From an optimization exercise on the open Yosys and OpenROAD flow, aimed at a short achievable clock period and few clock cycles; shortcuts taken in it are not production practice.
In this exercise RTL edits were held to simulation tests only and were not proved equivalent to the original.
No activity file was given, so power comes from the tool's default toggle rates.

--- flow/run.sh ---
#!/bin/bash
# The standard layout (standard.sh, the standard flow's own ORFS run on this design),
# with one change: synthesis does not lift half and full adders into the
# library's adder cells (ADDER_MAP_FILE left empty), so the gate-level
# optimiser keeps the adders' carry logic and maps it for speed.
# make's full output goes to flow_make.log here; each ORFS step also keeps
# its own log under orfs/logs/.
set -euo pipefail
bash standard.sh ADDER_MAP_FILE= finish > flow_make.log 2>&1
--- standard.sh ---
#!/bin/bash
# synth_recipe.tcl (not shown) runs the flow's synth.tcl, then flattens the netlist and writes it again
# the make line also repeats each setting of config.mk as NAME=value (left out here)
make -C /OpenROAD-flow-scripts/flow DESIGN_CONFIG=/design/flow/config.mk WORK_HOME=/design/flow/orfs CLKGATE_MAP_FILE= SYNTH_SCRIPT=/design/flow/synth_recipe.tcl "${@:-finish}"
--- config.mk ---
export PLATFORM = sky130hd
export DESIGN_NAME = mips_pipeline
export DESIGN_NICKNAME = mips_pipeline
export VERILOG_FILES = /design/flow/design.v
export SDC_FILE = /design/flow/constraint.sdc
export NUM_CORES = 4
export LEC_CHECK = 0
export ABC_CLOCK_PERIOD_IN_PS = 2500
export CAP_MARGIN = 20
export CORE_MARGIN = 2
export CORE_UTILIZATION = 40
export SETUP_SLACK_MARGIN = 4
export SLEW_MARGIN = 20
export SYNTH_HIERARCHICAL = 1
--- constraint.sdc ---
create_clock -name core_clock -period 6.2 [get_ports {clk}]
set_input_delay 1.2400 -clock core_clock [delete_from_list [all_inputs] [get_ports {clk}]]
set_output_delay 1.2400 -clock core_clock [all_outputs]
set_load 0.01 [all_outputs]
--- design.v ---
`timescale 1ns/1ns
package mips_pkg;
    typedef logic [31:0] word_t;     
    typedef logic [4:0]  reg_idx_t;  
    typedef logic [5:0]  opcode_t;   
    typedef logic [5:0]  funct_t;    
    typedef logic [3:0]  alu_sel_t;  
    typedef logic [1:0]  fwd_sel_t;  
    function automatic word_t fwd_pick(fwd_sel_t sel, word_t reg_val,
                                       word_t exmem_val, word_t wb_val);
        case (sel)
            2'd1: fwd_pick = exmem_val;  
            2'd2:    fwd_pick = wb_val;     
            default:    fwd_pick = reg_val;
        endcase
    endfunction
endpackage
`timescale 1ns/1ns
module br_decide (
    input  logic [6:0] eq_sel,        
    input  logic [6:0] eqs,           
    input  logic       br_early,
    input  logic       ex_late,
    input  logic       ex_pred,
    input  logic       ex_eq,
    output logic       early_taken,
    output logic       mispredict
);
    assign early_taken = br_early && |(eq_sel & eqs);
    assign mispredict  = ex_late && (ex_eq != ex_pred);
endmodule
module pc_mux8 (
    input  logic       mispredict,
    input  logic       early_taken,
    input  logic [7:0] ex_redir,
    input  logic [7:0] id_target,
    input  logic [7:0] other,
    output logic [7:0] y
);
    assign y = mispredict ? ex_redir : early_taken ? id_target : other;
endmodule
module next_pc (
    input  logic [31:0] id_ra,         
    input  logic [31:0] id_rb,
    input  logic [31:0] wb_val,
    input  logic [31:0] wb2_val,
    input  logic [6:0]  eq_sel,        
    input  logic        br_early,      
    input  logic [31:0] ex_a,          
    input  logic [31:0] ex_b,
    input  logic        ex_late,
    input  logic        ex_pred,
    input  logic [31:0] ex_redir,      
    input  logic [31:0] id_target,
    input  logic [31:0] other,         
    output logic [31:0] pc_next,
    output logic        early_taken,
    output logic        mispredict,    
    output logic        ex_taken
);
    logic [6:0] eqs;
    assign eqs[0] = 1'b1;
    eq32 u_eq1 (.x(id_ra),  .y(id_rb),   .e(eqs[1]));
    eq32 u_eq2 (.x(wb_val), .y(id_rb),   .e(eqs[2]));
    eq32 u_eq3 (.x(wb2_val), .y(id_rb),  .e(eqs[3]));
    eq32 u_eq4 (.x(id_ra),  .y(wb_val),  .e(eqs[4]));
    eq32 u_eq5 (.x(id_ra),  .y(wb2_val), .e(eqs[5]));
    eq32 u_eq6 (.x(wb_val), .y(wb2_val), .e(eqs[6]));
    eq32 u_eqx (.x(ex_a),   .y(ex_b),    .e(ex_taken));
    genvar k;
    generate
        for (k = 0; k < 4; k++) begin : byte_
            logic et, mp;
            br_decide u_d (.eq_sel(eq_sel), .eqs(eqs), .br_early(br_early),
                           .ex_late(ex_late), .ex_pred(ex_pred), .ex_eq(ex_taken),
                           .early_taken(et), .mispredict(mp));
            pc_mux8 u_m (.mispredict(mp), .early_taken(et),
                         .ex_redir(ex_redir[8*k +: 8]), .id_target(id_target[8*k +: 8]),
                         .other(other[8*k +: 8]), .y(pc_next[8*k +: 8]));
            if (k == 0) begin : ctl
                assign early_taken = et;
                assign mispredict  = mp;
            end
        end
    endgenerate
endmodule
`timescale 1ns/1ns
module add32 (
    input  logic [31:0] x,
    input  logic [31:0] y,
    output logic [31:0] s
);
    assign s = x + y;
endmodule
module ks_nand  (input logic a, input logic b, output logic y); assign y = ~(a & b);  endmodule
module ks_nor   (input logic a, input logic b, output logic y); assign y = ~(a | b);  endmodule
module ks_nandb (input logic a, input logic b, output logic y); assign y = ~(a & ~b); endmodule
module ks_norb  (input logic a, input logic b, output logic y); assign y = ~(a | ~b); endmodule
module ks_inv   (input logic a, output logic y);                assign y = ~a;        endmodule
module ks_xor   (input logic a, input logic b, output logic y); assign y = a ^ b;     endmodule
module ks_xnor  (input logic a, input logic b, output logic y); assign y = ~(a ^ b);  endmodule
module ks_majn  (input logic a, input logic b, input logic c, output logic y);
    assign y = ~((a & b) | ((a | b) & c));
endmodule
module ks_majnb (input logic a, input logic b, input logic c, output logic y);
    assign y = ~((a & ~b) | ((a | ~b) & c));
endmodule
module ks_aoi   (input logic g1, input logic p1, input logic g0, output logic y);
    assign y = ~(g1 | (p1 & g0));
endmodule
module ks_oai   (input logic g1, input logic p1, input logic g0, output logic y);
    assign y = ~(g1 & (p1 | g0));
endmodule
module ks_ao22o (input logic a1, input logic b1, input logic a2, input logic b2,
                 input logic c, output logic y);
    assign y = (a1 & b1) | (a2 & b2) | c;
endmodule
module ks_ao222o (input logic a1, input logic b1, input logic a2, input logic b2,
                  input logic a3, input logic b3, input logic c, output logic y);
    assign y = (a1 & b1) | (a2 & b2) | (a3 & b3) | c;
endmodule
module fast_add32 #(parameter bit SUB = 1'b0) (
    input  logic [31:0] x,
    input  logic [31:0] y,
    input  logic        ci,
    output logic [31:0] s
);
    logic [31:0] h;
    logic [31:0] g [0:5];
    logic [31:0] p [0:5];
    genvar l, i;
    generate
        for (i = 0; i < 32; i++) begin : pg
            if (SUB) begin : s1
                ks_xnor u_h (.a(x[i]), .b(y[i]), .y(h[i]));
                ks_norb u_p (.a(x[i]), .b(y[i]), .y(p[0][i]));
                if (i == 0) begin : b0
                    ks_majnb u_g (.a(x[i]), .b(y[i]), .c(ci), .y(g[0][i]));
                end else begin : bn
                    ks_nandb u_g (.a(x[i]), .b(y[i]), .y(g[0][i]));
                end
            end else begin : s0
                ks_xor u_h (.a(x[i]), .b(y[i]), .y(h[i]));
                ks_nor u_p (.a(x[i]), .b(y[i]), .y(p[0][i]));
                if (i == 0) begin : b0
                    ks_majn u_g (.a(x[i]), .b(y[i]), .c(ci), .y(g[0][i]));
                end else begin : bn
                    ks_nand u_g (.a(x[i]), .b(y[i]), .y(g[0][i]));
                end
            end
        end
        for (l = 0; l < 5; l++) begin : lvl
            for (i = 0; i < 32; i++) begin : bit_
                if (i >= (1 << l)) begin : comb
                    if (l % 2 == 0) begin : inv_in
                        ks_oai u_g (.g1(g[l][i]), .p1(p[l][i]), .g0(g[l][i-(1<<l)]), .y(g[l+1][i]));
                        ks_nor u_p (.a(p[l][i]), .b(p[l][i-(1<<l)]), .y(p[l+1][i]));
                    end else begin : true_in
                        ks_aoi  u_g (.g1(g[l][i]), .p1(p[l][i]), .g0(g[l][i-(1<<l)]), .y(g[l+1][i]));
                        ks_nand u_p (.a(p[l][i]), .b(p[l][i-(1<<l)]), .y(p[l+1][i]));
                    end
                end else begin : pass
                    ks_inv u_g (.a(g[l][i]), .y(g[l+1][i]));
                    assign p[l+1][i] = 1'b0;       
                end
            end
        end
        for (i = 0; i < 32; i++) begin : sum
            if (i == 0) begin : b0
                ks_xor u_s (.a(h[i]), .b(ci), .y(s[i]));
            end else begin : bn
                ks_xor u_s (.a(h[i]), .b(g[5][i-1]), .y(s[i]));
            end
        end
    endgenerate
endmodule
module eq32 (
    input  logic [31:0] x,
    input  logic [31:0] y,
    output logic        e
);
    assign e = x == y;
endmodule
module late_sel (
    input  logic [31:0] add_r,
    input  logic [31:0] sub_r,
    input  logic        f_add,
    input  logic        f_sub,
    input  logic        f_slt,       
    input  logic [31:0] early,
    output logic [31:0] y
);
    genvar i;
    generate
        for (i = 0; i < 32; i++) begin : b
            if (i == 0) begin : b0
                ks_ao222o u (.a1(add_r[i]), .b1(f_add), .a2(sub_r[i]), .b2(f_sub),
                             .a3(sub_r[31]), .b3(f_slt), .c(early[i]), .y(y[i]));
            end else begin : bn
                ks_ao22o u (.a1(add_r[i]), .b1(f_add), .a2(sub_r[i]), .b2(f_sub),
                            .c(early[i]), .y(y[i]));
            end
        end
    endgenerate
endmodule
module alu_fwd (
    input  logic [31:0] x,           
    input  logic [31:0] y,
    input  logic        s_add,       
    input  logic        s_sub,
    input  logic        s_and,
    input  logic        s_or,
    input  logic        s_slt,
    input  logic        s_ld,
    input  logic [31:0] rdata,       
    input  logic [31:0] a_id,        
    input  logic [31:0] b_id,
    input  logic [31:0] imm,
    input  logic        fwd_a,       
    input  logic        fwd_b,
    input  logic        use_imm,
    input  logic        is_sw,
    output logic [31:0] res,
    output logic [31:0] next_a,
    output logic [31:0] next_b,
    output logic [31:0] next_sd      
);
    logic [31:0] add_r, sub_r;
    logic        slt_k1, slt_k2;     
    logic [31:0] res_e;              
    fast_add32 #(.SUB(1'b0)) u_add (.x(x), .y(y), .ci(1'b0), .s(add_r));
    fast_add32 #(.SUB(1'b1)) u_sub (.x(x), .y(y), .ci(1'b1), .s(sub_r));
    assign slt_k1 = x[31] & ~y[31];
    assign slt_k2 = x[31] ~^ y[31];
    assign res_e = ({32{s_and}} & (x & y)) |
                   ({32{s_or}}  & (x | y)) |
                   {31'd0, s_slt & slt_k1} |
                   ({32{s_ld}}  & rdata);
    logic        b_fwd;
    logic        sd_fwd;
    logic [31:0] a_e, b_e, sd_e;
    assign b_fwd  = fwd_b && !use_imm;
    assign sd_fwd = fwd_b && is_sw;
    assign a_e    = fwd_a ? res_e : a_id;
    assign b_e    = use_imm ? imm : fwd_b ? res_e : b_id;
    assign sd_e   = !is_sw ? 32'd0 : fwd_b ? res_e : b_id;
    late_sel u_res (.add_r(add_r), .sub_r(sub_r), .f_add(s_add), .f_sub(s_sub),
                    .f_slt(s_slt && slt_k2), .early(res_e), .y(res));
    late_sel u_na  (.add_r(add_r), .sub_r(sub_r), .f_add(fwd_a && s_add),
                    .f_sub(fwd_a && s_sub), .f_slt(fwd_a && s_slt && slt_k2),
                    .early(a_e), .y(next_a));
    late_sel u_nb  (.add_r(add_r), .sub_r(sub_r), .f_add(b_fwd && s_add),
                    .f_sub(b_fwd && s_sub), .f_slt(b_fwd && s_slt && slt_k2),
                    .early(b_e), .y(next_b));
    late_sel u_nsd (.add_r(add_r), .sub_r(sub_r), .f_add(sd_fwd && s_add),
                    .f_sub(sd_fwd && s_sub), .f_slt(sd_fwd && s_slt && slt_k2),
                    .early(sd_e), .y(next_sd));
endmodule
`timescale 1ns/1ns
module mips_pipeline (
    input  logic            clk,
    input  logic            rstn,
    output mips_pkg::word_t imem_addr,
    input  mips_pkg::word_t imem_instr,
    output mips_pkg::word_t dmem_addr,
    output mips_pkg::word_t dmem_wdata,
    output logic            dmem_we,
    output logic            dmem_re,
    input  mips_pkg::word_t dmem_rdata
);
    logic [31:0] pc;
    logic [31:0] regs [1:31];
    logic        pend;                
    logic [31:0] pend_target;
    logic [63:0] bht;                 
    logic        id_valid;
    logic        id_pred;             
    logic [31:0] id_instr;
    logic [31:0] id_pc;
    logic [31:0] id_t0;               
    logic [15:0] id_moff;             
    logic [31:0] id_ra;               
    logic [31:0] id_rb;
    logic        id_a_wb, id_a_wb2;   
    logic        id_b_wb, id_b_wb2;   
    logic        id_dep_a, id_dep_b;  
    logic [6:0]  id_eq_sel;           
    logic        id_br_early;         
    logic [31:0] ex_a;                
    logic [31:0] ex_b;                
    logic [31:0] ex_maddr;
    logic [31:0] ex_redir;            
    logic        ex_pred;
    logic [5:0]  ex_bidx;
    logic [4:0]  ex_dst;
    logic        ex_we;
    logic        ex_re;
    logic        ex_st;
    logic        ex_late;             
    logic        ex_add, ex_sub, ex_and, ex_or, ex_slt, ex_ld;   
    logic [31:0] st_data;             
    logic [31:0] wb_val;
    logic [4:0]  wb_dst;
    logic        wb_we;
    logic [31:0] wb2_val;
    logic [4:0]  wb2_dst;
    logic        wb2_we;
    logic [31:0] pc4;
    logic [31:0] f_imm;
    logic [31:0] f_t0;
    logic [31:0] rf_a, rf_b;
    logic [4:0]  f_rs, f_rt;
    assign imem_addr = pc;
    assign pc4       = pc + 32'd4;
    assign f_imm     = {{16{imem_instr[15]}}, imem_instr[15:0]};
    fast_add32 u_target (.x(pc), .y({f_imm[29:0], 2'b00}), .ci(1'b0), .s(f_t0));
    assign f_rs      = imem_instr[25:21];
    assign f_rt      = imem_instr[20:16];
    assign rf_a      = (f_rs == 5'd0) ? 32'd0 : regs[f_rs];
    assign rf_b      = (f_rt == 5'd0) ? 32'd0 : regs[f_rt];
    logic       n_a_wb, n_a_wb2, n_b_wb, n_b_wb2, n_dep_a, n_dep_b;
    logic [6:0] n_eq_sel;
    assign n_a_wb  = ex_we && ex_dst == f_rs;
    assign n_b_wb  = ex_we && ex_dst == f_rt;
    assign n_a_wb2 = wb_we && wb_dst == f_rs;
    assign n_b_wb2 = wb_we && wb_dst == f_rt;
    assign n_dep_a = d_we && d_dst == f_rs;
    assign n_dep_b = d_we && d_dst == f_rt;
    always_comb begin
        n_eq_sel = '0;
        if (f_rs == f_rt)
            n_eq_sel[0] = 1'b1;
        else
            case ({n_a_wb, n_a_wb2 && !n_a_wb, n_b_wb, n_b_wb2 && !n_b_wb})
                4'b1010, 4'b0101: n_eq_sel[0] = 1'b1;
                4'b1000:          n_eq_sel[2] = 1'b1;
                4'b0100:          n_eq_sel[3] = 1'b1;
                4'b0010:          n_eq_sel[4] = 1'b1;
                4'b0001:          n_eq_sel[5] = 1'b1;
                4'b1001, 4'b0110: n_eq_sel[6] = 1'b1;
                default:          n_eq_sel[1] = 1'b1;
            endcase
    end
    logic [5:0]  op, fn;
    logic [4:0]  rs, rt, rd;
    logic [31:0] imm;
    logic        is_r, is_addi, is_lw, is_sw, is_beq;
    logic        d_we;
    logic [4:0]  d_dst;
    logic [31:0] a, b;
    logic        replay;
    logic        go;                  
    logic        late;
    logic        early_taken;
    logic [31:0] maddr;
    logic [31:0] id_target;
    assign id_target = id_t0 + 32'd4;
    assign op  = id_instr[31:26];
    assign fn  = id_instr[5:0];
    assign rs  = id_instr[25:21];
    assign rt  = id_instr[20:16];
    assign rd  = id_instr[15:11];
    assign imm = {{16{id_instr[15]}}, id_instr[15:0]};
    assign is_r    = id_valid && op == 6'h00;
    assign is_addi = id_valid && op == 6'h08;
    assign is_lw   = id_valid && op == 6'h23;
    assign is_sw   = id_valid && op == 6'h2b;
    assign is_beq  = id_valid && op == 6'h04;
    assign d_dst = is_r ? rd : rt;
    assign d_we  = (is_r || is_addi || is_lw) && d_dst != 5'd0;
    assign a = id_a_wb ? wb_val : id_a_wb2 ? wb2_val : id_ra;
    assign b = id_b_wb ? wb_val : id_b_wb2 ? wb2_val : id_rb;
    assign late   = is_beq && rs != rt && (id_dep_a || id_dep_b);
    assign replay = (is_lw || is_sw) && id_dep_a;
    assign go     = !replay;
    logic [31:0] maddr_r, maddr_w, maddr_w2;
    logic [31:0] moff;
    assign moff = {{16{id_moff[15]}}, id_moff};
    fast_add32 u_ma_r  (.x(id_ra),   .y(moff), .ci(1'b0), .s(maddr_r));
    fast_add32 u_ma_w  (.x(wb_val),  .y(moff), .ci(1'b0), .s(maddr_w));
    fast_add32 u_ma_w2 (.x(wb2_val), .y(moff), .ci(1'b0), .s(maddr_w2));
    assign maddr = id_a_wb ? maddr_w : id_a_wb2 ? maddr_w2 : maddr_r;
    logic [31:0] res;
    logic [31:0] next_a, next_b, next_sd;
    alu_fwd u_alu (
        .x(ex_a), .y(ex_b),
        .s_add(ex_add), .s_sub(ex_sub), .s_and(ex_and), .s_or(ex_or), .s_slt(ex_slt),
        .s_ld(ex_ld), .rdata(dmem_rdata),
        .a_id(a), .b_id(b), .imm(imm),
        .fwd_a(id_dep_a), .fwd_b(id_dep_b), .use_imm(is_addi), .is_sw(is_sw),
        .res(res), .next_a(next_a), .next_b(next_b), .next_sd(next_sd)
    );
    logic [31:0] pc_next;
    logic        mispredict;
    logic        ex_taken;
    logic [31:0] other;
    assign other = replay ? id_pc : pend ? pend_target : (late && id_pred) ? id_target : pc4;
    next_pc u_next_pc (
        .id_ra(id_ra), .id_rb(id_rb), .wb_val(wb_val), .wb2_val(wb2_val),
        .eq_sel(id_eq_sel), .br_early(id_valid && id_br_early),
        .ex_a(ex_a), .ex_b(ex_b), .ex_late(ex_late), .ex_pred(ex_pred), .ex_redir(ex_redir),
        .id_target(id_target), .other(other),
        .pc_next(pc_next), .early_taken(early_taken), .mispredict(mispredict),
        .ex_taken(ex_taken)
    );
    assign dmem_addr  = ex_maddr;
    assign dmem_wdata = st_data;
    assign dmem_we    = ex_st;
    assign dmem_re    = ex_re;
    always_ff @(posedge clk) begin
        if (rstn)
            pc <= 32'h0040_0000;
        else
            pc <= pc_next;
    end
    always_ff @(posedge clk) begin
        if (rstn)
            pend <= 1'b0;
        else
            pend <= mispredict && early_taken;
        pend_target <= id_target;
    end
    always_ff @(posedge clk) begin
        if (rstn)
            bht <= '0;
        else if (ex_late)
            bht[ex_bidx] <= ex_taken;
    end
    always_ff @(posedge clk) begin
        if (rstn)
            id_valid <= 1'b0;
        else
            id_valid <= !mispredict && !replay;
    end
    always_ff @(posedge clk) begin
        id_instr  <= imem_instr;
        id_moff   <= (imem_instr[31:26] == 6'h23 || imem_instr[31:26] == 6'h2b) ?
                     imem_instr[15:0] : 16'd0;
        id_pc     <= pc;
        id_pred   <= bht[pc[7:2]];
        id_t0     <= f_t0;
        id_ra     <= rf_a;
        id_rb     <= rf_b;
        id_a_wb   <= n_a_wb;
        id_b_wb   <= n_b_wb;
        id_a_wb2  <= n_a_wb2;
        id_b_wb2  <= n_b_wb2;
        id_dep_a  <= n_dep_a;
        id_dep_b  <= n_dep_b;
        id_eq_sel <= n_eq_sel;
        id_br_early <= imem_instr[31:26] == 6'h04 && (f_rs == f_rt || !(n_dep_a || n_dep_b));
    end
    always_ff @(posedge clk) begin
        if (rstn || !go) begin
            ex_we   <= 1'b0;
            ex_re   <= 1'b0;
            ex_st   <= 1'b0;
            ex_late <= 1'b0;
        end else begin
            ex_we   <= d_we;
            ex_re   <= is_lw;
            ex_st   <= is_sw;
            ex_late <= late;
        end
    end
    always_ff @(posedge clk) begin
        ex_a      <= next_a;
        ex_b      <= next_b;
        st_data   <= next_sd;
        ex_maddr  <= maddr;
        ex_redir  <= id_pred ? id_pc + 32'd8 : id_target;
        ex_pred   <= id_pred;
        ex_bidx   <= id_pc[7:2];
        ex_dst    <= d_dst;
        ex_ld     <= op == 6'h23;
        ex_add    <= !(op == 6'h00 && (fn == 6'h22 || fn == 6'h24 || fn == 6'h25 ||
                                       fn == 6'h2a)) && op != 6'h23;
        ex_sub    <= op == 6'h00 && fn == 6'h22;
        ex_and    <= op == 6'h00 && fn == 6'h24;
        ex_or     <= op == 6'h00 && fn == 6'h25;
        ex_slt    <= op == 6'h00 && fn == 6'h2a;
    end
    always_ff @(posedge clk) begin
        if (rstn) begin
            wb_we  <= 1'b0;
            wb2_we <= 1'b0;
        end else begin
            wb_we  <= ex_we;
            wb2_we <= wb_we;
        end
    end
    always_ff @(posedge clk) begin
        wb_val  <= res;
        wb_dst  <= ex_dst;
        wb2_val <= wb_val;
        wb2_dst <= wb_dst;
    end
    always_ff @(posedge clk) begin
        if (wb_we)
            regs[wb_dst] <= wb_val;
    end
endmodule
==> results of run 1 <==
## synthesized netlist by cell type, types with 37 or more instances
cell type    n  share of area
dfxtp_1    573           0.13
nor4_1      77         0.0057
nand4_1     39         0.0029
xor2_1     651          0.067
a21oi_1    212          0.012
nor2b_1     62         0.0046
and3_1      64         0.0047
nand3_1     87         0.0051
xnor2_1     91         0.0094
mux2_2     115          0.015
clkbuf_1   204         0.0090
mux4_2     454           0.12
nand2_1    685          0.030
nor2_1     645          0.028
inv_1      286          0.013
nor3_1     132         0.0078
a21oi_2    312          0.032
o21ai_1    464          0.027
o21ai_0    264          0.016
nand2b_1    37         0.0027
edfxtp_1   992           0.35
buf_2       84         0.0049
a221oi_1   104          0.011
mux2i_1    328          0.039
a221o_1    129          0.015
o221ai_1    45         0.0046
## repair_timing
item	CTS	global route
setup buffers	323	204
hold buffers	0	0
gates resized for setup	1571	858
setup endpoints to repair	1455	568
cloned	57	31
pin swaps	151	318
## final cells by class
cell class | instances | area (um2)
Timing Repair Buffer | 897 | 11300
Sequential cell | 1565 | 42100
Inverter | 286 | 1090
Antenna cell | 16 | 40.0
Clock inverter | 89 | 1050
Fill cell | 17800 | 100000
Clock buffer | 226 | 4810
Multi-Input combinational cell | 5258 | 47900
Tap cell | 2821 | 3530
## cells in the final DEF, fill, tap and decap left out, drive strengths merged, types with 13 or more instances in the layout
master         count
bufinv            17
a221o            129
diode             16
nor2b             93
nand2b            37
and3              71
nor3             132
nor4              80
mux2i            328
nand3             87
inv              298
edfxtp           992
and2              40
clkbuf           263
nor2             646
o21ai            728
or3               15
clkinv            53
a21oi            524
dfxtp            573
o221ai            45
conb              27
a221oi           135
nand4             39
xor2             651
buf              806
bufbuf            15
mux2             115
a22oi             13
xnor2             91
clkdlybuf4s50     38
mux4             454
nand2            686
## Yosys stat by module (local to each module, per instance), a selection
| module | cells | flip-flops and latches | copies in the design |
|---|---|---|---|
| ks_norb | 1 | 0 | 30 |
| ks_majn | 2 | 0 | 5 |
| ks_xnor | 1 | 0 | 32 |
| ks_nandb | 1 | 0 | 30 |
| ks_oai | 1 | 0 | 432 |
| next_pc | 1 | 0 | 1 |
## stage by stage
step,area [um2],instances
3_3_place_gp,91800,10200
2_1_floorplan,87700,7444
4_1_cts,106000,10900
6_report,112000,11200
3_5_place_dp,91900,10200
5_1_grt,112000,11100
## layer usage
layer	global-route usage	routed length, um	vias to the layer above
met1	0.408	136000	35400
li1	-	-	29300
met5	0	98	-
met3	0.0887	45300	1261
met2	0.504	166000	4897
met4	0.203	28000	14
## power breakdown
group / internal [mW] / total [mW] / switching (mW) / leakage [nW]
clock network: 6.20 / 10.7 / 4.52 / 2.88
logic: 3.87 / 11.0 / 7.09 / 23.1
registers: 12.6 / 14.2 / 1.54 / 13.8
## path summary, 6_finish.rpt
check / start / endpoint / slack, ns
worst max-delay path: id_ra[17]$_SDFF_PN0_ / pc[22]$_SDFF_PP1_ / 3.46
worst min-delay path: id_t0[0]$_DFF_P_ / pend_target[0]$_DFF_P_ / 0.38
worst max register to register: id_ra[17]$_SDFF_PN0_ / pc[22]$_SDFF_PP1_ / 3.46
worst min register to register: id_t0[0]$_DFF_P_ / pend_target[0]$_DFF_P_ / 0.38
## kinds of logic after synthesis
group                     Yosys count  synth area share
DFF                              1565             0.484
xor gates and xnor gates          742            0.0762
AOI/OAI and AO/OA                1622             0.129
muxes                             897             0.174
other                               4          0.000176
buffers and inverters             633            0.0312
and+or+nand+nor                  1958             0.106
==> metrics.cfg, run 1 <==
[detailed_routing]
wl_per_cell_um = 33.6
postRouteAntennaNets = 0
first_pass_iters = 8
drtIter0Drc = 9491
vias = 70900
wl_um = 375000
via_per_inst = 6.36
drcViolationCount = 0

[global_routing]
grt-ovfl-total = 0
grt_usage = 0.327
first_global_vias = 67100
grt_max_degree = 103
grt_pass1_wl_um = 505000
antenna_found_initial = 19

[critical_path]
cp_num_buf_inv = 2
cp_max_fo = 8
cp-start-kind = flop
path_cells = xor2_1 -> nor4_2 -> nand4_1 -> nor2_4 -> buf_6 -> a22oi_2 -> a31oi_4 -> buf_12 -> mux2i_1 -> o21ai_1 -> or2_4
crit_slowest_cell = dfxtp_4
cp-end-kind = flop
crit_family = simple AND/OR/NAND/NOR gates
cp.arrival_ns = 3.48
cp.required_ns = 6.95
r2r_cells = 11
path_class = reg2reg
max_stage_delay_ns = 0.47
path_depth = 11

[final_layout]
num-nets-final = 8243
largest_reg_flops = 992
top_regs = regs (992), bht (64)
final_core_util = 0.528
synthToLayoutAreaGrowth_pct = 31.2
regMostFlops = regs
drive_gt1_frac = 0.411

[power_and_ir_drop]
p_leak_nw = 39.7
fin_total_pwr_mw = 35.9
ir_drop_mv = 0.622
power_density_nw_per_um2 = 321

[synthesis]
synth_edf_count = 992
synthDistinctLibCells = 68
ys_seq_area_frac = 0.484
ys_dominant_reg_cell = edfxtp_1
yosys_warnings = 19
synth-seq-cells = 1565
async_reset_ff_frac = 0
syn-cell-area_um2 = 85200
avgSynthCellArea_um2 = 11.5
syn_inst = 7421

[place]
place.gp.congestion = 0.972
io_buffer_count = 163
dp_hpwl_um = 206000
post-place-ws_ns = 2.01

[die]
die_w_um = 466
dieArea_um2 = 217000
initial_core_util = 0.402
core_area_um2 = 212000
num_rows = 169
num_io_pins = 164
die_y_um = 466

[timing]
hold_slack_ns = 0.381
slew_headroom = 0.181
setup_slack_ns = 3.46
fmax_mhz = 366
finalMaxSlewViolations = 0
finClkSkew_ns = 0.0422
period_share = 0.441
worst_pin_slew_ns = 1.22
setup_viol_count_final = 0
hold_viol = 0
period_needed_ns = 2.74
tns_ns = 0
rsz0062_at_grt = true

[clock_tree]
cts_tree = yes
htreeDepth = 4
clock-sinks = 1565
clk_latency_ns = 0.86
clk_pin_slew_ns = 0.07
root_buffer = clkbuf_16
cts_inserted_buffers = 169
clockBufferDepth = 3

[outcome]
status = complete, no violations

[hold_path]
hold_path_depth = 0
hp-class = reg2reg

[run]
cap_violations = 0

Testbench counts, summed over its fixed seeds: cycles 23,235.
==> inputs of run 2 (changes only) <==
--- a/design.v
+++ b/design.v
@@ -30,11 +30,11 @@
     assign mispredict  = ex_late && (ex_eq != ex_pred);
 endmodule
-module pc_mux8 (
+module pc_mux4 (
     input  logic       mispredict,
     input  logic       early_taken,
-    input  logic [7:0] ex_redir,
-    input  logic [7:0] id_target,
-    input  logic [7:0] other,
-    output logic [7:0] y
+    input  logic [3:0] ex_redir,
+    input  logic [3:0] id_target,
+    input  logic [3:0] other,
+    output logic [3:0] y
 );
     assign y = mispredict ? ex_redir : early_taken ? id_target : other;
@@ -70,12 +70,12 @@
     genvar k;
     generate
-        for (k = 0; k < 4; k++) begin : byte_
+        for (k = 0; k < 8; k++) begin : nib
             logic et, mp;
             br_decide u_d (.eq_sel(eq_sel), .eqs(eqs), .br_early(br_early),
                            .ex_late(ex_late), .ex_pred(ex_pred), .ex_eq(ex_taken),
                            .early_taken(et), .mispredict(mp));
-            pc_mux8 u_m (.mispredict(mp), .early_taken(et),
-                         .ex_redir(ex_redir[8*k +: 8]), .id_target(id_target[8*k +: 8]),
-                         .other(other[8*k +: 8]), .y(pc_next[8*k +: 8]));
+            pc_mux4 u_m (.mispredict(mp), .early_taken(et),
+                         .ex_redir(ex_redir[4*k +: 4]), .id_target(id_target[4*k +: 4]),
+                         .other(other[4*k +: 4]), .y(pc_next[4*k +: 4]));
             if (k == 0) begin : ctl
                 assign early_taken = et;
@@ -287,4 +287,9 @@
     logic [6:0]  id_eq_sel;           
     logic        id_br_early;         
+    logic        id_is_r, id_is_addi, id_is_lw, id_is_sw, id_is_beq;
+    logic        id_writes;           
+    logic [4:0]  id_dst;
+    logic        id_late;             
+    logic        id_agi;              
     logic [31:0] ex_a;                
     logic [31:0] ex_b;                
@@ -319,4 +324,12 @@
     assign rf_a      = (f_rs == 5'd0) ? 32'd0 : regs[f_rs];
     assign rf_b      = (f_rt == 5'd0) ? 32'd0 : regs[f_rt];
+    logic       f_is_r, f_is_addi, f_is_lw, f_is_sw, f_is_beq;
+    logic [4:0] f_dst;
+    assign f_is_r    = imem_instr[31:26] == 6'h00;
+    assign f_is_addi = imem_instr[31:26] == 6'h08;
+    assign f_is_lw   = imem_instr[31:26] == 6'h23;
+    assign f_is_sw   = imem_instr[31:26] == 6'h2b;
+    assign f_is_beq  = imem_instr[31:26] == 6'h04;
+    assign f_dst     = f_is_r ? imem_instr[15:11] : imem_instr[20:16];
     logic       n_a_wb, n_a_wb2, n_b_wb, n_b_wb2, n_dep_a, n_dep_b;
     logic [6:0] n_eq_sel;
@@ -362,15 +375,15 @@
     assign rd  = id_instr[15:11];
     assign imm = {{16{id_instr[15]}}, id_instr[15:0]};
-    assign is_r    = id_valid && op == 6'h00;
-    assign is_addi = id_valid && op == 6'h08;
-    assign is_lw   = id_valid && op == 6'h23;
-    assign is_sw   = id_valid && op == 6'h2b;
-    assign is_beq  = id_valid && op == 6'h04;
-    assign d_dst = is_r ? rd : rt;
-    assign d_we  = (is_r || is_addi || is_lw) && d_dst != 5'd0;
+    assign is_r    = id_valid && id_is_r;
+    assign is_addi = id_valid && id_is_addi;
+    assign is_lw   = id_valid && id_is_lw;
+    assign is_sw   = id_valid && id_is_sw;
+    assign is_beq  = id_valid && id_is_beq;
+    assign d_dst = id_dst;
+    assign d_we  = id_valid && id_writes;
     assign a = id_a_wb ? wb_val : id_a_wb2 ? wb2_val : id_ra;
     assign b = id_b_wb ? wb_val : id_b_wb2 ? wb2_val : id_rb;
-    assign late   = is_beq && rs != rt && (id_dep_a || id_dep_b);
-    assign replay = (is_lw || is_sw) && id_dep_a;
+    assign late   = id_valid && id_late;
+    assign replay = id_valid && id_agi;
     assign go     = !replay;
     logic [31:0] maddr_r, maddr_w, maddr_w2;
@@ -395,5 +408,6 @@
     logic        ex_taken;
     logic [31:0] other;
-    assign other = replay ? id_pc : pend ? pend_target : (late && id_pred) ? id_target : pc4;
+    assign other = rstn ? 32'h0040_0000 : replay ? id_pc : pend ? pend_target :
+                   (late && id_pred) ? id_target : pc4;
     next_pc u_next_pc (
         .id_ra(id_ra), .id_rb(id_rb), .wb_val(wb_val), .wb2_val(wb2_val),
@@ -409,8 +423,5 @@
     assign dmem_re    = ex_re;
     always_ff @(posedge clk) begin
-        if (rstn)
-            pc <= 32'h0040_0000;
-        else
-            pc <= pc_next;
+        pc <= pc_next;
     end
     always_ff @(posedge clk) begin
@@ -449,5 +460,14 @@
         id_dep_b  <= n_dep_b;
         id_eq_sel <= n_eq_sel;
-        id_br_early <= imem_instr[31:26] == 6'h04 && (f_rs == f_rt || !(n_dep_a || n_dep_b));
+        id_br_early <= f_is_beq && (f_rs == f_rt || !(n_dep_a || n_dep_b));
+        id_late     <= f_is_beq && f_rs != f_rt && (n_dep_a || n_dep_b);
+        id_agi      <= (f_is_lw || f_is_sw) && n_dep_a;
+        id_is_r     <= f_is_r;
+        id_is_addi  <= f_is_addi;
+        id_is_lw    <= f_is_lw;
+        id_is_sw    <= f_is_sw;
+        id_is_beq   <= f_is_beq;
+        id_writes   <= (f_is_r || f_is_addi || f_is_lw) && f_dst != 5'd0;
+        id_dst      <= f_dst;
     end
     always_ff @(posedge clk) begin
==> metrics.cfg, run 2 <==
[detailed_routing]
drcViolationCount = 0
wl_um = 387000
wl_per_cell_um = 34.8
postRouteAntennaNets = 0
drtIter0Drc = 11100
vias = 72000
first_pass_iters = 8
via_per_inst = 6.47

[synthesis]
synthDistinctLibCells = 76
synth_area_leader_cell = edfxtp_1
yosys_warnings = 19
ys_dominant_reg_cell = edfxtp_1
avgSynthCellArea_um2 = 11.5
async_reset_ff_frac = 0
synth_area_leaders = edfxtp_1 35%, dfxtp_1 13%, mux4_2 12%
syn-cell-area_um2 = 85300
synth_top_area_frac = 0.349
syn_inst = 7416
yosys-top-cells-count = 992 x edfxtp_1, 683 x nand2_1, 659 x nor2_1
synth_edf_count = 992
ys_seq_area_frac = 0.484
synth-seq-cells = 1566
yosysMostFrequentCell = edfxtp_1

[final_layout]
final_core_util = 0.525
top_regs = regs (992), bht (64)
regMostFlops = regs
final_cell_mix = 992 x edfxtp_1, 580 x nand2_1, 572 x xor2_1
final_common_cell = edfxtp_1
num-nets-final = 8208
synthToLayoutAreaGrowth_pct = 30.6
largest_reg_flops = 992
drive_gt1_frac = 0.417
design_area_um2 = 111000
instances_no_fill = 11100

[timing]
setup_slack_ns = 3.46
slew_headroom = 0.357
tns_ns = 0
hold_slack_ns = 0.378
setup_viol_count_final = 0
finClkSkew_ns = 0.0889
hold_viol = 0
worst_pin_slew_ns = 0.955
rsz0062_at_grt = true
fmax_mhz = 365
period_needed_ns = 2.74
finalMaxSlewViolations = 0
period_share = 0.441

[power_and_ir_drop]
fin_total_pwr_mw = 36.1
p_leak_nw = 39.4
power_density_nw_per_um2 = 324
ir_drop_mv = 0.317

[clock_tree]
clockBufferDepth = 3
cts_tree = yes
clk_pin_slew_ns = 0.06
root_buffer = clkbuf_16
htreeDepth = 4
cts_inserted_buffers = 163
clock-sinks = 1566
postCtsHoldBufs = 0
clk_latency_ns = 0.88

[die]
core_area_um2 = 212000
num_io_pins = 164
die_w_um = 466
dieArea_um2 = 217000
initial_core_util = 0.402
num_rows = 169
die_y_um = 466

[hold_path]
hold_path_depth = 0
worstHoldStart = id_dst[1]$_DFF_P_
min_to = ex_dst[1]$_DFF_P_
hp-class = reg2reg

[outcome]
status = complete, no violations

[critical_path]
cp.arrival_ns = 3.43
crit_slowest_cell = nor4_1
r2r_slack_ns = 3.46
path_cells = xor2_1 -> nor4_1 -> nand4_1 -> nor2_4 -> buf_12 -> buf_8 -> a22oi_2 -> a31oi_4 -> buf_12 -> mux2i_1 -> o21ai_1
cp.required_ns = 6.89
r2r_cells = 11
worstReg2RegEnd = pc[7]$_DFF_P_
cp-start-kind = flop
path_class = reg2reg
max_stage_delay_ns = 0.48
cp_max_fo = 5
cp_common_cell = buf_12
cp-end-kind = flop
r2r-start = id_rb[11]$_SDFF_PN0_

[place]
dpl-instance-area_um2 = 91700
place.gp.congestion = 0.981
post-place-ws_ns = 1.90
io_buffer_count = 163
dp_hpwl_um = 216000
post-place-cells = 10200

[global_routing]
antenna_found_initial = 37
grt_usage = 0.339
grt_pass1_wl_um = 521000
grt_max_degree = 114
first_global_vias = 68100
grt-ovfl-total = 0

[run]
cap_violations = 0

-- run 2: changes by cell type in the layout (fill, tap and decap cells not counted), sizes merged, moves of 13 or more --
cell	delta
nand3	+13
a211oi	+13
nor2b	-24
nor2	+14
mux2i	-34
buf	-40
a22oi	+18
inv	-18
-- run 2: cells by family after synthesis --
logic type                Yosys count  synth area share
DFF                              1566             0.484
other                               4          0.000176
and+or+nand+nor                  1939             0.104
buffers and inverters             624            0.0332
AOI/OAI and AO/OA                1687             0.134
muxes                             859             0.169
xor gates and xnor gates          737            0.0757
-- run 2: routing by layer --
| layer | share of wire | track usage | wire length, um | vias up |
|---|---|---|---|---|
| li1 | - | - | - | 29300 |
| met5 | 0.00077 | 0 | 299 | - |
| met2 | 0.44 | 0.518 | 171000 | 5366 |
| met1 | 0.35 | 0.417 | 136000 | 35900 |
| met4 | 0.075 | 0.207 | 29000 | 16 |
| met3 | 0.13 | 0.108 | 51400 | 1406 |
-- run 2: modules after synthesis (local to each module, per instance), excerpt --
module,cell area [um2],cells,times used
ks_majnb,15.0,3,1
ks_xor,8.76,1,352
alu_fwd,2500,438,1
ks_ao222o,16.3,3,4
mips_pipeline,65100,4129,1
ks_inv,3.75,1,186
ks_ao22o,10.0,1,124
br_decide,50.0,7,8
pc_mux4,86.3,13,8
-- run 2: critical path: cells and delay by family (launching register included) --
kind	cells	cell delay, ns
DFF	1	0.42
muxes	1	0.19
AOI/OAI and AO/OA	3	0.37
xor gates and xnor gates	1	0.18
buffers and inverters	3	0.40
and+or+nand+nor	3	0.98
-- run 2: how the worst max path moves through the flow --
stage | end | slack, ns | cells after the start | from
4_1_cts | imem_addr[3] | 3.48 | 2 | pc[3]$_DFF_P_
2_1_floorplan | id_ra[31]$_SDFF_PN0_ | 3.38 | 7 | imem_instr[21]
6_report | pc[7]$_DFF_P_ | 3.46 | 11 | id_rb[11]$_SDFF_PN0_
5_1_grt | pc[12]$_DFF_P_ | 3.49 | 12 | id_ra[15]$_SDFF_PN0_
3_5_place_dp | id_ra[27]$_SDFF_PN0_ | 1.90 | 6 | imem_instr[24]
3_3_place_gp | id_ra[27]$_SDFF_PN0_ | 1.44 | 6 | imem_instr[24]
-- run 2: area by class of cell --
class / instances / area [um2]
clock buffers: 228 / 4510
well taps: 2821 / 3530
fillers: 17900 / 101000
diodes: 21 / 52.6
inverters: 277 / 1070
repair buffers: 871 / 10800
flip-flops and latches: 1566 / 42100
multi-input cells: 5263 / 48300
clock inverters: 78 / 993
-- run 2: power breakdown --
group	switching, mW	internal, mW	total (mW)
Sequential	1.47	12.6	14.1
Combinational	7.63	4.18	11.8
Clock	4.47	5.77	10.2
Total	13.6	22.6	36.1
-- run 2: timing repair --
action	4_1_cts	5_1_grt
endpoints found under the setup margin	1485	663
resized for setup	1611	831
gates cloned	48	30
setup buffers	345	155
pin swaps	205	361
Testbench counts of run 2, summed over its fixed seeds: cycles 23,235.
==> inputs of run 3 (changes only) <==
--- a/design.v
+++ b/design.v
@@ -85,4 +85,13 @@
     endgenerate
 endmodule
+module pc_port (
+    input  logic        clk,
+    input  logic [31:0] d,
+    output logic [31:0] q
+);
+    always_ff @(posedge clk) begin
+        q <= d;
+    end
+endmodule
 `timescale 1ns/1ns
 module add32 (
@@ -270,4 +279,7 @@
 );
     logic [31:0] pc;
+    logic [31:0] pc_next;
+    logic        d_we;                
+    logic [4:0]  d_dst;
     logic [31:0] regs [1:31];
     logic        pend;                
@@ -316,5 +328,5 @@
     logic [31:0] rf_a, rf_b;
     logic [4:0]  f_rs, f_rt;
-    assign imem_addr = pc;
+    pc_port u_pc_port (.clk(clk), .d(pc_next), .q(imem_addr));    
     assign pc4       = pc + 32'd4;
     assign f_imm     = {{16{imem_instr[15]}}, imem_instr[15:0]};
@@ -359,6 +371,4 @@
     logic [31:0] imm;
     logic        is_r, is_addi, is_lw, is_sw, is_beq;
-    logic        d_we;
-    logic [4:0]  d_dst;
     logic [31:0] a, b;
     logic        replay;
@@ -404,5 +414,4 @@
         .res(res), .next_a(next_a), .next_b(next_b), .next_sd(next_sd)
     );
-    logic [31:0] pc_next;
     logic        mispredict;
     logic        ex_taken;
==> metrics.cfg, run 3 <==
[place]
dpl-instance-area_um2 = 92200
dp_hpwl_um = 221000
io_buffer_count = 163
post-place-cells = 10300
place.gp.congestion = 1.02

[global_routing]
grt_pass1_wl_um = 514000
met1_usage = 0.423
use_met3 = 0.0947
grt.busiest_layer = met2
met2_usage = 0.506
antenna_found_initial = 60
grt-ovfl-total = 0
first_global_vias = 67200
grt_max_degree = 81
grt_usage = 0.333

[synthesis]
ys_seq_area_frac = 0.488
syn-cell-area_um2 = 86000
yosys_warnings = 20
synth-seq-cells = 1598
synth_top_area_frac = 0.346
synth_edf_count = 992
yosysMostFrequentCell = edfxtp_1
avgSynthCellArea_um2 = 11.5
async_reset_ff_frac = 0
synthDistinctLibCells = 76
syn_inst = 7448
synth_area_leader_cell = edfxtp_1
ys_dominant_reg_cell = edfxtp_1
yosys-top-cells-count = 992 x edfxtp_1, 683 x nand2_1, 659 x nor2_1
synth_area_leaders = edfxtp_1 35%, dfxtp_1 14%, mux4_2 12%

[die]
dieArea_um2 = 219000
initial_core_util = 0.401
core_area_um2 = 214000
die_w_um = 468
num_rows = 170
num_io_pins = 164
die_y_um = 468

[critical_path]
cp_num_buf_inv = 1
cp_max_fo = 1
cp-end-kind = output pin
path_cells = buf_6
max_stage_delay_ns = 0.40
crit_slowest_cell = dfxtp_4
cp.arrival_ns = 1.38
r2r-start = wb_val[3]$_DFF_P_
path_class = reg2out
startpoint = u_pc_port.q[15]$_DFF_P_
cp.required_ns = 4.96
cp-start-kind = flop
crit_family = flip-flops

[final_layout]
drive_gt1_frac = 0.420
synthToLayoutAreaGrowth_pct = 31.0
final_core_util = 0.526
seq_area_um2 = 42700
num-nets-final = 8216
fill_cells = 17900
final_cell_mix = 992 x edfxtp_1, 588 x nand2_1, 568 x xor2_1
top_regs = regs (992), bht (64)
instances_no_fill = 11100
largest_reg_flops = 992
regMostFlops = regs
multi_input_area_um2 = 48900
final_common_cell = edfxtp_1
design_area_um2 = 113000

[power_and_ir_drop]
sw_frac_of_total = 0.366
ir_drop_mv = 0.318
fin_total_pwr_mw = 35.9
p_switching_mw = 13.1
clkPwrFrac = 0.296
seq_power_share = 0.402
power_density_nw_per_um2 = 318
intPower_mw = 22.7
comb_power_share = 0.302
p_leak_nw = 39.7

[hold_path]
worstHoldStart = ex_dst[3]$_DFF_P_
hp-class = reg2reg

[detailed_routing]
drtIter0Drc = 10200
postRouteAntennaNets = 0
drcViolationCount = 0
first_pass_iters = 10
wl_um = 382000
wl_per_cell_um = 34.3
vias = 71900
via_per_inst = 6.45

[timing]
finClkSkew_ns = 0.0942
hold_viol = 0
worst_pin_slew_ns = 0.993
fmax_mhz = 382
period_needed_ns = 2.62
period_share = 0.423
rsz0062_at_grt = true
tns_ns = 0
finalMaxSlewViolations = 0
slew_headroom = 0.331
setup_viol_count_final = 0

[clock_tree]
clk_latency_ns = 0.88
cts_tree = yes
clk_pin_slew_ns = 0.06
clockBufferDepth = 3
htreeDepth = 4
cts_inserted_buffers = 168
clock-sinks = 1598
root_buffer = clkbuf_16

[run]
cap_violations = 0

[outcome]
status = complete, no violations

run 3: per-stage QoR:
| step | hold slack (ns) | setup WS (ns) |
|---|---|---|
| 6_report | 0.347 | 3.58 |
| 5_1_grt | 0.349 | 3.54 |
| 4_1_cts | 0.349 | 3.50 |
| 3_5_place_dp | 0.381 | 1.79 |
| 3_3_place_gp | 0.379 | 1.24 |
| 2_1_floorplan | 0.342 | 3.38 |
run 3: repair_timing:
item / CTS / global route
gates resized for setup: 1699 / 850
setup endpoints to repair: 1510 / 721
buffers inserted: 265 / 223
hold buffers: 0 / 0
pin swaps: 182 / 334
cloned: 60 / 15
run 3: area by class of cell:
| class | instances | area share |
|---|---|---|
| inverter | 277 | 0.00936 |
| multi-input combinational | 5263 | 0.434 |
| sequential | 1598 | 0.379 |
| clock buffer | 231 | 0.0416 |
| antenna | 16 | 0.000355 |
| timing repair buffer | 842 | 0.0951 |
| tap | 2838 | 0.0315 |
| clock inverter | 80 | 0.00945 |
run 3: metal layers:
| layer | part of all wire | vias up |
|---|---|---|
| li1 | - | 29300 |
| met1 | 0.36 | 35900 |
| met2 | 0.44 | 5298 |
| met3 | 0.13 | 1308 |
| met4 | 0.073 | 28 |
| met5 | 0.00046 | - |
run 3: worst paths after layout:
path	to	slack (ns)	cells after the start
worst min-delay path	wb_dst[3]$_DFF_P_	0.35	0
worst max-delay path	imem_addr[15]	3.58	1
worst max register to register	u_pc_port.q[25]$_DFF_P_	3.61	9
worst min register to register	wb_dst[3]$_DFF_P_	0.35	0
run 3: power by group through the flow:
| stage | clock network [mW] | logic, mW | registers (mW) |
|---|---|---|---|
| floorplan | 0 | 3.86 | 14.2 |
| global placement | 0 | 5.64 | 15.4 |
| detailed placement | 0 | 5.60 | 15.5 |
| CTS | 10.7 | 8.31 | 14.7 |
| global route | 11.0 | 11.1 | 14.4 |
| finish | 10.6 | 10.8 | 14.4 |
run 3: cells by family after synthesis:
family                    after synthesis  synth area share
buffers and inverters                 624            0.0330
muxes                                 859             0.167
and+or+nand+nor                      1939             0.104
xor gates and xnor gates              737            0.0752
DFF                                  1598             0.488
other                                   4          0.000175
AOI/OAI and AO/OA                    1687             0.133
run 3: modules after synthesis, one instance, submodules excluded, a selection:
module | flops+latches | copies in the design | cell area [um2]
ks_xnor | 0 | 32 | 8.76
ks_majn | 0 | 5 | 12.5
alu_fwd | 0 | 1 | 2500
ks_inv | 0 | 186 | 3.75
eq32 | 0 | 7 | 347
ks_nand | 0 | 402 | 3.75
ks_oai | 0 | 432 | 5.00
ks_aoi | 0 | 312 | 8.76
run 3: worst reg2reg max path, stage by stage (launching register included):
cell	delay, ns
dfxtp_4	0.54
xor2_1	0.12
nor4_1	0.32
nand4_1	0.26
nor2_4	0.20
buf_12	0.15
a222oi_1	0.17
a31oi_4	0.33
mux2i_1	0.24
o21ai_1	0.13
Testbench counts of run 3, summed over its fixed seeds: cycles 23,235.
==> inputs of run 4 (changes only) <==
--- a/design.v
+++ b/design.v
@@ -40,13 +40,20 @@
     assign y = mispredict ? ex_redir : early_taken ? id_target : other;
 endmodule
+module zero32 (
+    input  logic [31:0] d,
+    output logic        z
+);
+    assign z = ~|d;
+endmodule
 module next_pc (
-    input  logic [31:0] id_ra,         
-    input  logic [31:0] id_rb,
-    input  logic [31:0] wb_val,
-    input  logic [31:0] wb2_val,
+    input  logic [31:0] d_rr,          
+    input  logic [31:0] d_wr,          
+    input  logic [31:0] d_w2r,
+    input  logic [31:0] d_rw,
+    input  logic [31:0] d_rw2,
+    input  logic [31:0] d_ww2,
     input  logic [6:0]  eq_sel,        
     input  logic        br_early,      
-    input  logic [31:0] ex_a,          
-    input  logic [31:0] ex_b,
+    input  logic [31:0] ex_d,          
     input  logic        ex_late,
     input  logic        ex_pred,
@@ -61,11 +68,11 @@
     logic [6:0] eqs;
     assign eqs[0] = 1'b1;
-    eq32 u_eq1 (.x(id_ra),  .y(id_rb),   .e(eqs[1]));
-    eq32 u_eq2 (.x(wb_val), .y(id_rb),   .e(eqs[2]));
-    eq32 u_eq3 (.x(wb2_val), .y(id_rb),  .e(eqs[3]));
-    eq32 u_eq4 (.x(id_ra),  .y(wb_val),  .e(eqs[4]));
-    eq32 u_eq5 (.x(id_ra),  .y(wb2_val), .e(eqs[5]));
-    eq32 u_eq6 (.x(wb_val), .y(wb2_val), .e(eqs[6]));
-    eq32 u_eqx (.x(ex_a),   .y(ex_b),    .e(ex_taken));
+    zero32 u_eq1 (.d(d_rr),  .z(eqs[1]));
+    zero32 u_eq2 (.d(d_wr),  .z(eqs[2]));
+    zero32 u_eq3 (.d(d_w2r), .z(eqs[3]));
+    zero32 u_eq4 (.d(d_rw),  .z(eqs[4]));
+    zero32 u_eq5 (.d(d_rw2), .z(eqs[5]));
+    zero32 u_eq6 (.d(d_ww2), .z(eqs[6]));
+    zero32 u_eqx (.d(ex_d),  .z(ex_taken));
     genvar k;
     generate
@@ -294,4 +301,5 @@
     logic [31:0] id_ra;               
     logic [31:0] id_rb;
+    logic [31:0] id_d_rr, id_d_wr, id_d_w2r, id_d_rw, id_d_rw2, id_d_ww2;
     logic        id_a_wb, id_a_wb2;   
     logic        id_b_wb, id_b_wb2;   
@@ -308,4 +316,5 @@
     logic [31:0] ex_maddr;
     logic [31:0] ex_redir;            
+    logic [31:0] ex_d;                
     logic        ex_pred;
     logic [5:0]  ex_bidx;
@@ -420,7 +429,7 @@
                    (late && id_pred) ? id_target : pc4;
     next_pc u_next_pc (
-        .id_ra(id_ra), .id_rb(id_rb), .wb_val(wb_val), .wb2_val(wb2_val),
-        .eq_sel(id_eq_sel), .br_early(id_valid && id_br_early),
-        .ex_a(ex_a), .ex_b(ex_b), .ex_late(ex_late), .ex_pred(ex_pred), .ex_redir(ex_redir),
+        .d_rr(id_d_rr), .d_wr(id_d_wr), .d_w2r(id_d_w2r), .d_rw(id_d_rw), .d_rw2(id_d_rw2),
+        .d_ww2(id_d_ww2), .eq_sel(id_eq_sel), .br_early(id_valid && id_br_early),
+        .ex_d(ex_d), .ex_late(ex_late), .ex_pred(ex_pred), .ex_redir(ex_redir),
         .id_target(id_target), .other(other),
         .pc_next(pc_next), .early_taken(early_taken), .mispredict(mispredict),
@@ -462,4 +471,10 @@
         id_ra     <= rf_a;
         id_rb     <= rf_b;
+        id_d_rr   <= rf_a ^ rf_b;
+        id_d_wr   <= res ^ rf_b;
+        id_d_w2r  <= wb_val ^ rf_b;
+        id_d_rw   <= rf_a ^ res;
+        id_d_rw2  <= rf_a ^ wb_val;
+        id_d_ww2  <= res ^ wb_val;
         id_a_wb   <= n_a_wb;
         id_b_wb   <= n_b_wb;
@@ -499,4 +514,5 @@
         ex_maddr  <= maddr;
         ex_redir  <= id_pred ? id_pc + 32'd8 : id_target;
+        ex_d      <= (id_dep_a && id_dep_b) ? 32'd0 : res ^ (id_dep_a ? b : a);
         ex_pred   <= id_pred;
         ex_bidx   <= id_pc[7:2];
==> metrics.cfg, run 4 <==
[outcome]
status = complete, no violations

[timing]
slew_headroom = 0.286
rsz0062_at_grt = true
fmax_mhz = 372
finClkSkew_ns = 0.0762
period_share = 0.434
hold_viol = 0
period_needed_ns = 2.69
worst_pin_slew_ns = 1.06
setup_viol_count_final = 0
tns_ns = 0
hold_slack_ns = 0.363
finalMaxSlewViolations = 0

[final_layout]
top_regs = regs (992), bht (64)
synthToLayoutAreaGrowth_pct = 34.0
drive_gt1_frac = 0.451
final_common_cell = edfxtp_1
largest_reg_flops = 992
regMostFlops = regs
final_core_util = 0.538
final_cell_mix = 992 x edfxtp_1, 602 x dfxtp_1, 562 x nand2_1
design_area_um2 = 123000
num-nets-final = 8736

[clock_tree]
clk_pin_slew_ns = 0.06
cts_inserted_buffers = 185
root_buffer = clkbuf_16
clock-sinks = 1822
clockBufferDepth = 3
cts_tree = yes
htreeDepth = 4
clk_latency_ns = 0.89
postCtsHoldBufs = 0

[global_routing]
grt_usage = 0.299
grt_pass1_wl_um = 511000
grt-ovfl-total = 0
first_global_vias = 71000
grt_max_degree = 75
antenna_found_initial = 14

[synthesis]
yosys-top-cells-count = 992 x edfxtp_1, 830 x dfxtp_1, 724 x nand2_1
synthDistinctLibCells = 83
ys_dominant_reg_cell = edfxtp_1
synth_edf_count = 992
async_reset_ff_frac = 0
synth-seq-cells = 1822
avgSynthCellArea_um2 = 11.6
ys_seq_area_frac = 0.505
yosys_warnings = 20
synth_top_area_frac = 0.324
synth_area_leaders = edfxtp_1 32%, dfxtp_1 18%, mux4_2 10%
synth_area_leader_cell = edfxtp_1
yosysMostFrequentCell = edfxtp_1
syn-cell-area_um2 = 92000
syn_inst = 7931

[power_and_ir_drop]
ir_drop_mv = 0.324
power_density_nw_per_um2 = 320
fin_total_pwr_mw = 39.4
p_leak_nw = 43.9

[hold_path]
min_to = ex_bidx[0]$_DFF_P_
worstHoldStart = id_pc[2]$_DFF_P_
hp-class = reg2reg
hold_path_depth = 0

[detailed_routing]
drcViolationCount = 0
wl_per_cell_um = 31.0
vias = 72900
via_per_inst = 6.15
postRouteAntennaNets = 0
first_pass_iters = 6
wl_um = 367000
drtIter0Drc = 8552

[critical_path]
cp.arrival_ns = 3.39
cp-start-kind = flop
cp-end-kind = flop
startpoint = ex_b[8]$_DFF_P_
r2r-start = ex_b[8]$_DFF_P_
r2r_cells = 12
cp_max_fo = 4
path_class = reg2reg
worstReg2RegEnd = id_d_rw[26]$_DFF_P_
r2r_slack_ns = 3.51
cp.required_ns = 6.91

[die]
initial_core_util = 0.401
core_area_um2 = 229000
dieArea_um2 = 234000
die_w_um = 483
num_rows = 176
die_y_um = 483
num_io_pins = 164

[place]
place.gp.congestion = 1.00
dpl-instance-area_um2 = 98900
dp_hpwl_um = 228000
io_buffer_count = 163

[run]
cap_violations = 0

## run 4: changes by cell type after synthesis, moves of 23 or more
cell / delta
nand2_1: +41
xor2_1: -70
xnor2_1: +97
o21ai_0: -53
dfxtp_1: +224
clkbuf_1: +26
nand3_1: +23
and2_1: +28
nor3_1: -61
buf_1: +25
mux4_2: -38
o22ai_1: +38
mux2_2: +40
## run 4: per-stage QoR
step / cells / setup slack [ns]
final: 11800 / 3.51
after floorplan: 7958 / 3.19
after global placement: 10900 / 1.88
after global routing: 11800 / 3.51
after detailed placement: 10900 / 1.90
after CTS: 11700 / 3.54
## run 4: worst max-delay path by stage
stage	end	depth (start not counted)	slack [ns]
final	id_d_rw[26]$_DFF_P_	12	3.51
after global routing	id_d_rw[26]$_DFF_P_	12	3.51
after CTS	dmem_addr[0]	1	3.54
after detailed placement	id_d_rw2[6]$_DFF_P_	6	1.90
after global placement	id_d_rr[30]$_DFF_P_	7	1.88
after floorplan	id_d_rr[11]$_DFF_P_	8	3.19
## run 4: logic make-up after synthesis
family,share of synthesized area
buffers and inverters,0.0366
XOR/XNOR,0.0727
flip-flops,0.505
multiplexers,0.154
AO/OA/AOI/OAI,0.133
AND/OR/NAND/NOR,0.0993
other,0.000163
## run 4: what timing repair did
item,4_1_cts,5_1_grt
pin swaps,444,382
resized for setup,2285,681
buffers inserted,374,159
setup endpoints to repair,1716,776
gates cloned,84,19
## run 4: report_power, final
part | internal (mW) | switching (mW)
clock | 6.45 | 5.05
combinational | 4.37 | 7.08
sequential | 15.0 | 1.52
## run 4: final cells by class
class	count	area, um2
fill	18700	106000
multi-input combinational	5427	52800
sequential	1822	46900
timing repair buffer	945	12300
clock buffer	241	5160
tap	3026	3790
inverter	289	1140
clock inverter	91	1070
antenna	7	17.5
## run 4: critical path: stages (launching register included)
cell	delay [ns]
dfxtp_4	0.38
buf_12	0.14
nor2_4	0.16
nor2_4	0.05
buf_4	0.16
nand2_4	0.12
nor2_4	0.07
a21oi_4	0.27
o21ai_4	0.12
xor2_2	0.18
a221o_2	0.50
buf_12	0.18
xor2_1	0.16
## run 4: modules after synthesis (local to each module, per instance), a selection
module / flip-flops and latches / cell area (um2) / copies in the design
ks_majnb: 0 / 15.0 / 1
zero32: 0 / 72.6 / 7
ks_oai: 0 / 5.00 / 432
ks_aoi: 0 / 8.76 / 312
mips_pipeline: 1790 / 73000 / 1
br_decide: 0 / 50.0 / 8
ks_nor: 0 / 3.75 / 462
ks_nand: 0 / 3.75 / 402
ks_xnor: 0 / 8.76 / 32
alu_fwd: 0 / 2500 / 1
ks_ao22o: 0 / 10.0 / 124
ks_majn: 0 / 12.5 / 5
## run 4: metal layers
layer | GRT usage | part of all wire | vias to the layer above
li1 | - | - | 31000
met1 | 0.398 | 0.39 | 37000
met2 | 0.470 | 0.45 | 4056
met3 | 0.0539 | 0.091 | 879
met4 | 0.153 | 0.063 | 2
met5 | 0 | 0.000033 | -
Testbench counts of run 4, summed over its fixed seeds: cycles 23,235.

==> re-timing with driven ports <==
No port has a modelled driver above. Below, the same layouts with a new extraction and two added sets of constraints.
Step 1, drivers: a clkbuf_16 drives clk and a buf_2 each remaining input, both assumed.
Step 2 adds t to the input delays and takes it off the output delays; t is the mean of the earliest and latest rising clock arrival at the registers after step 1. Input paths then give back, and output paths get back, about the clock's delay inside the block.
a / b / c = ideal ports / drivers / drivers and shift; a / b = the first two.
| run | t (ns) | setup slack, ns | hold slack, ns | clock arrival spread, ns | worst register clock-pin slew, ns |
|---|---|---|---|---|---|
| run 1 | 0.925 | 3.465 / 3.425 / 2.581 | 0.381 / 0.381 / 0.381 | 0.046 / 0.046 | 0.07 / 0.07 |
| run 2 | 0.921 | 3.463 / 3.455 / 2.680 | 0.378 / 0.378 / 0.378 | 0.089 / 0.090 | 0.07 / 0.07 |
| run 3 | 0.916 | 3.580 / 3.403 / 2.487 | 0.347 / 0.347 / 0.347 | 0.099 / 0.099 | 0.07 / 0.07 |
| run 4 | 0.949 | 3.512 / 3.294 / 2.345 | 0.363 / 0.363 / 0.363 | 0.080 / 0.079 | 0.07 / 0.07 |
After both steps setup and hold are still met in every run listed. For run 4, which loses most, drivers alone change the setup slack by -0.218 ns; drivers and shift together by -1.167 ns.
